This is an optimization exercise on Yosys and OpenROAD, whose aim is small area, a short achievable clock period and few clock cycles per item, not a production implementation.

==> flow/design.v <==
`timescale 1ns / 1ps
package cq_pkg;
  localparam int DEPTH  = 64;
  localparam int IDX_W  = $clog2(DEPTH);
  localparam int CAP_W  = 7;
  localparam int DATA_W = 32;
  localparam logic [CAP_W-1:0] CAP_RESET = 7'd64;
  localparam logic [1:0] CMD_ENQ  = 2'd0;
  localparam logic [1:0] CMD_DEQ  = 2'd1;
  localparam logic [1:0] CMD_DISP = 2'd2;
  localparam logic [1:0] CMD_NONE = 2'd3;
  localparam logic [1:0] ST_OK        = 2'd0;
  localparam logic [1:0] ST_OVERFLOW  = 2'd1;
  localparam logic [1:0] ST_UNDERFLOW = 2'd2;
  localparam logic [1:0] ST_EMPTY     = 2'd3;
endpackage
`timescale 1ns / 1ps
module cq_front (
  input  logic                      clk,
  input  logic                      rst_n,
  input  logic                      in_push,
  output logic                      in_full,
  input  logic [1:0]                in_command,
  input  logic [cq_pkg::DATA_W-1:0] in_value,
  output logic                      op_valid,
  output logic                      op_enq,
  output logic                      op_deq,
  output logic                      op_disp,
  output logic [cq_pkg::DATA_W-1:0] op_value,
  input  logic                      op_take
);
  logic                      v0_r, v1_r;
  logic [2:0]                k0_r, k1_r;    
  logic [cq_pkg::DATA_W-1:0] val0_r, val1_r;
  logic [2:0]                k_in;
  logic                      acc, ld0;
  assign in_full  = v1_r;
  assign op_valid = v0_r;
  assign op_enq   = k0_r[0];
  assign op_deq   = k0_r[1];
  assign op_disp  = k0_r[2];
  assign op_value = val0_r;
  assign acc = in_push && !v1_r;
  always_comb begin
    k_in = 3'b000;
    if (acc) begin
      case (in_command)
        cq_pkg::CMD_ENQ:  k_in = 3'b001;
        cq_pkg::CMD_DEQ:  k_in = 3'b010;
        cq_pkg::CMD_DISP: k_in = 3'b100;
        default:          k_in = 3'b000;
      endcase
    end
  end
  assign ld0 = !v0_r || op_take;
  always_ff @(posedge clk) begin
    if (!rst_n) begin
      v0_r <= 1'b0;
      v1_r <= 1'b0;
      k0_r <= 3'b000;
      k1_r <= 3'b000;
    end else begin
      if (ld0) begin
        v0_r <= v1_r || (k_in != 3'b000);
        k0_r <= v1_r ? k1_r : k_in;
        v1_r <= 1'b0;
      end else if (!v1_r) begin
        v1_r <= (k_in != 3'b000);
        k1_r <= k_in;
      end
    end
  end
  always_ff @(posedge clk) begin
    if (ld0) begin
      val0_r <= v1_r ? val1_r : in_value;
    end
    if (!v1_r) begin
      val1_r <= in_value;
    end
  end
endmodule
`timescale 1ns / 1ps
module cq_back (
  input  logic                      clk,
  input  logic                      rst_n,
  input  logic                      cfg_we,
  input  logic [cq_pkg::CAP_W-1:0]  cfg_data,
  input  logic                      op_valid,
  input  logic                      op_enq,
  input  logic                      op_deq,
  input  logic                      op_disp,
  input  logic [cq_pkg::DATA_W-1:0] op_value,
  output logic                      op_take,
  input  logic                      res_full,
  output logic                      res_push,
  output logic [1:0]                res_status,
  output logic [cq_pkg::DATA_W-1:0] res_data,
  output logic                      res_last
);
  localparam int D  = cq_pkg::DEPTH;
  localparam int IW = cq_pkg::IDX_W;
  localparam int CW = cq_pkg::CAP_W;
  localparam int DW = cq_pkg::DATA_W;
  logic [DW-1:0] mem [D];
  logic [CW-1:0] cap_r, eff_cap;
  logic [CW-1:0] cnt_r, cnt_nxt;
  logic [IW-1:0] ridx_r;
  logic          empty_r, full_r;
  logic          dump_r;
  logic          is_enq, is_deq, is_disp;
  logic          go, enq_fire, deq_fire, disp_start, rd_en, idx0;
  logic [D-1:0]  sel;
  logic [DW-1:0] rd_data;
  always_comb begin
    if (cap_r == '0) begin
      eff_cap = CW'(1);
    end else if (cap_r > CW'(D)) begin
      eff_cap = CW'(D);
    end else begin
      eff_cap = cap_r;
    end
  end
  assign is_enq  = op_enq;
  assign is_deq  = op_deq;
  assign is_disp = op_disp;
  assign go         = op_valid && !dump_r && !res_full;
  assign op_take    = go;
  assign enq_fire   = go && is_enq && !full_r;
  assign deq_fire   = go && is_deq && !empty_r;
  assign disp_start = go && is_disp && !empty_r;
  assign idx0       = (ridx_r == '0);
  assign rd_en      = dump_r || ((is_deq || is_disp) && !empty_r);
  assign res_push = go || (dump_r && !res_full);
  always_comb begin
    res_status = cq_pkg::ST_OK;
    if (!dump_r) begin
      if (is_enq && full_r)       res_status = cq_pkg::ST_OVERFLOW;
      else if (is_deq && empty_r) res_status = cq_pkg::ST_UNDERFLOW;
      else if (is_disp && empty_r) res_status = cq_pkg::ST_EMPTY;
    end
  end
  assign res_last = !(dump_r || (is_disp && !empty_r)) || idx0;
  always_comb begin
    for (int i = 0; i < D; i++) begin
      sel[i] = rd_en && (ridx_r == IW'(i));
    end
  end
  always_comb begin
    rd_data = '0;
    for (int i = 0; i < D; i++) begin
      rd_data = rd_data | ({DW{sel[i]}} & mem[i]);
    end
  end
  assign res_data = rd_data;
  always_comb begin
    cnt_nxt = cnt_r;
    if (enq_fire) cnt_nxt = cnt_r + CW'(1);
    else if (deq_fire) cnt_nxt = cnt_r - CW'(1);
  end
  always_ff @(posedge clk) begin
    if (!rst_n) begin
      cap_r   <= cq_pkg::CAP_RESET;
      cnt_r   <= '0;
      ridx_r  <= '1;
      empty_r <= 1'b1;
      full_r  <= 1'b0;
      dump_r  <= 1'b0;
    end else begin
      if (cfg_we) begin
        cap_r <= cfg_data;
      end
      cnt_r   <= cnt_nxt;
      empty_r <= (cnt_nxt == '0);
      full_r  <= (cnt_nxt >= eff_cap);
      if (enq_fire) begin
        ridx_r <= ridx_r + IW'(1);
      end else if (deq_fire) begin
        ridx_r <= ridx_r - IW'(1);
      end else if (disp_start || (dump_r && !res_full)) begin
        if (idx0) begin
          dump_r <= 1'b0;
          ridx_r <= cnt_r[IW-1:0] - IW'(1);
        end else begin
          dump_r <= 1'b1;
          ridx_r <= ridx_r - IW'(1);
        end
      end
    end
  end
  always_ff @(posedge clk) begin
    if (enq_fire) begin
      mem[0] <= op_value;
      for (int i = 1; i < D; i++) begin
        mem[i] <= mem[i-1];
      end
    end
  end
endmodule
`timescale 1ns / 1ps
module cq_resq (
  input  logic                      clk,
  input  logic                      rst_n,
  input  logic                      res_push,
  input  logic [1:0]                res_status,
  input  logic [cq_pkg::DATA_W-1:0] res_data,
  input  logic                      res_last,
  output logic                      res_full,
  output logic                      out_empty,
  input  logic                      out_pop,
  output logic [1:0]                out_status,
  output logic [cq_pkg::DATA_W-1:0] out_data,
  output logic                      out_last
);
  logic                      e0_r;
  logic [1:0]                st0_r;
  logic [cq_pkg::DATA_W-1:0] d0_r;
  logic                      l0_r;
  logic                      ld0;
  assign out_empty  = e0_r;
  assign out_status = st0_r;
  assign out_data   = d0_r;
  assign out_last   = l0_r;
  assign ld0      = e0_r || out_pop;
  assign res_full = !ld0;
  always_ff @(posedge clk) begin
    if (!rst_n) begin
      e0_r <= 1'b1;
    end else if (ld0) begin
      e0_r <= !res_push;
    end
  end
  always_ff @(posedge clk) begin
    if (ld0) begin
      st0_r <= res_status;
      d0_r  <= res_data;
      l0_r  <= res_last;
    end
  end
endmodule
`timescale 1ns / 1ps
module circular_queue_with_dump (
  input  logic                            clk,
  input  logic                            rst_n,
  input  logic                            cfg_we,
  input  logic [cq_pkg::CAP_W-1:0]        cfg_data,
  input  logic                            in_push,
  output logic                            in_full,
  input  logic [1:0]                      in_command,
  input  logic signed [cq_pkg::DATA_W-1:0] in_value,
  output logic                            out_empty,
  input  logic                            out_pop,
  output logic [1:0]                      out_status,
  output logic signed [cq_pkg::DATA_W-1:0] out_data,
  output logic                            out_last
);
  logic                      op_valid, op_take;
  logic                      op_enq, op_deq, op_disp;
  logic [cq_pkg::DATA_W-1:0] op_value;
  logic                      res_full, res_push, res_last;
  logic [1:0]                res_status;
  logic [cq_pkg::DATA_W-1:0] res_data;
  cq_front u_front (
    .clk        (clk),
    .rst_n      (rst_n),
    .in_push    (in_push),
    .in_full    (in_full),
    .in_command (in_command),
    .in_value   (in_value),
    .op_valid   (op_valid),
    .op_enq     (op_enq),
    .op_deq     (op_deq),
    .op_disp    (op_disp),
    .op_value   (op_value),
    .op_take    (op_take)
  );
  cq_back u_back (
    .clk        (clk),
    .rst_n      (rst_n),
    .cfg_we     (cfg_we),
    .cfg_data   (cfg_data),
    .op_valid   (op_valid),
    .op_enq     (op_enq),
    .op_deq     (op_deq),
    .op_disp    (op_disp),
    .op_value   (op_value),
    .op_take    (op_take),
    .res_full   (res_full),
    .res_push   (res_push),
    .res_status (res_status),
    .res_data   (res_data),
    .res_last   (res_last)
  );
  cq_resq u_resq (
    .clk        (clk),
    .rst_n      (rst_n),
    .res_push   (res_push),
    .res_status (res_status),
    .res_data   (res_data),
    .res_last   (res_last),
    .res_full   (res_full),
    .out_empty  (out_empty),
    .out_pop    (out_pop),
    .out_status (out_status),
    .out_data   (out_data),
    .out_last   (out_last)
  );
endmodule
make LEC_CHECK=0 CAP_MARGIN=20 CORE_MARGIN=2 CORE_UTILIZATION=40 SETUP_SLACK_MARGIN=3.0 SLEW_MARGIN=20 finish   # period 6.0 ns
run.sh (not shown) runs the stock make flow with config.mk's settings and CLKGATE_MAP_FILE= SYNTH_SCRIPT=/design/flow/synth_recipe.tcl, a recipe that flattens the netlist after the stock synthesis.
Change:
- ABC_CLOCK_PERIOD_IN_PS: not set -> 2500
- SETUP_SLACK_MARGIN: 3.0 -> 3.4
=> Count of clock-buffer cells in the layout is unchanged; synthesized cell count does not change; final cell count rises by about 3%; non-clock buffer count rose by 208; worst setup slack gets better by 85 ps; maximum frequency is higher by 2.8%; die area is unchanged; utilization rose by 1.9 points; via count rises by about 4%; global-route usage rose by 1.7 points; sequential share of layout area is lower by 2.6 points.
No functional check of the RTL was part of any run of this note.

==> what the ideal ports hide <==
Ports are ideal in the flow. The routed layouts listed here were re-timed in OpenROAD.
Step 1 (the two cells are an assumption about what drives the block):
set clk [get_ports {clk}]
set_driving_cell -lib_cell sky130_fd_sc_hd__clkbuf_16 $clk
set_driving_cell -lib_cell sky130_fd_sc_hd__buf_2 [delete_from_list [all_inputs] $clk]
Step 2, shift: input delay + t, output delay - t, t = (earliest + latest rising clock arrival at the registers) / 2. This alone moves slack from input paths to output paths.
Three values: ideal, step 1, step 2; two values: the first two.
| run | t, ns | setup slack, ns | hold slack, ns | worst setup path at the end | pins driven straight from the clock port |
|---|---|---|---|---|---|
| the first run | 0.935 | 2.893 / 2.893 / 2.339 | 0.394 / 0.394 / 0.394 | input to register | 1 |
| the second run | 0.941 | 2.978 / 2.978 / 2.654 | 0.395 / 0.395 / 0.395 | input to register | 1 |
After both steps setup and hold are still met in every run listed. For the first run, which loses most, drivers alone change the setup slack by 0.000 ns; drivers and shift together by -0.554 ns.
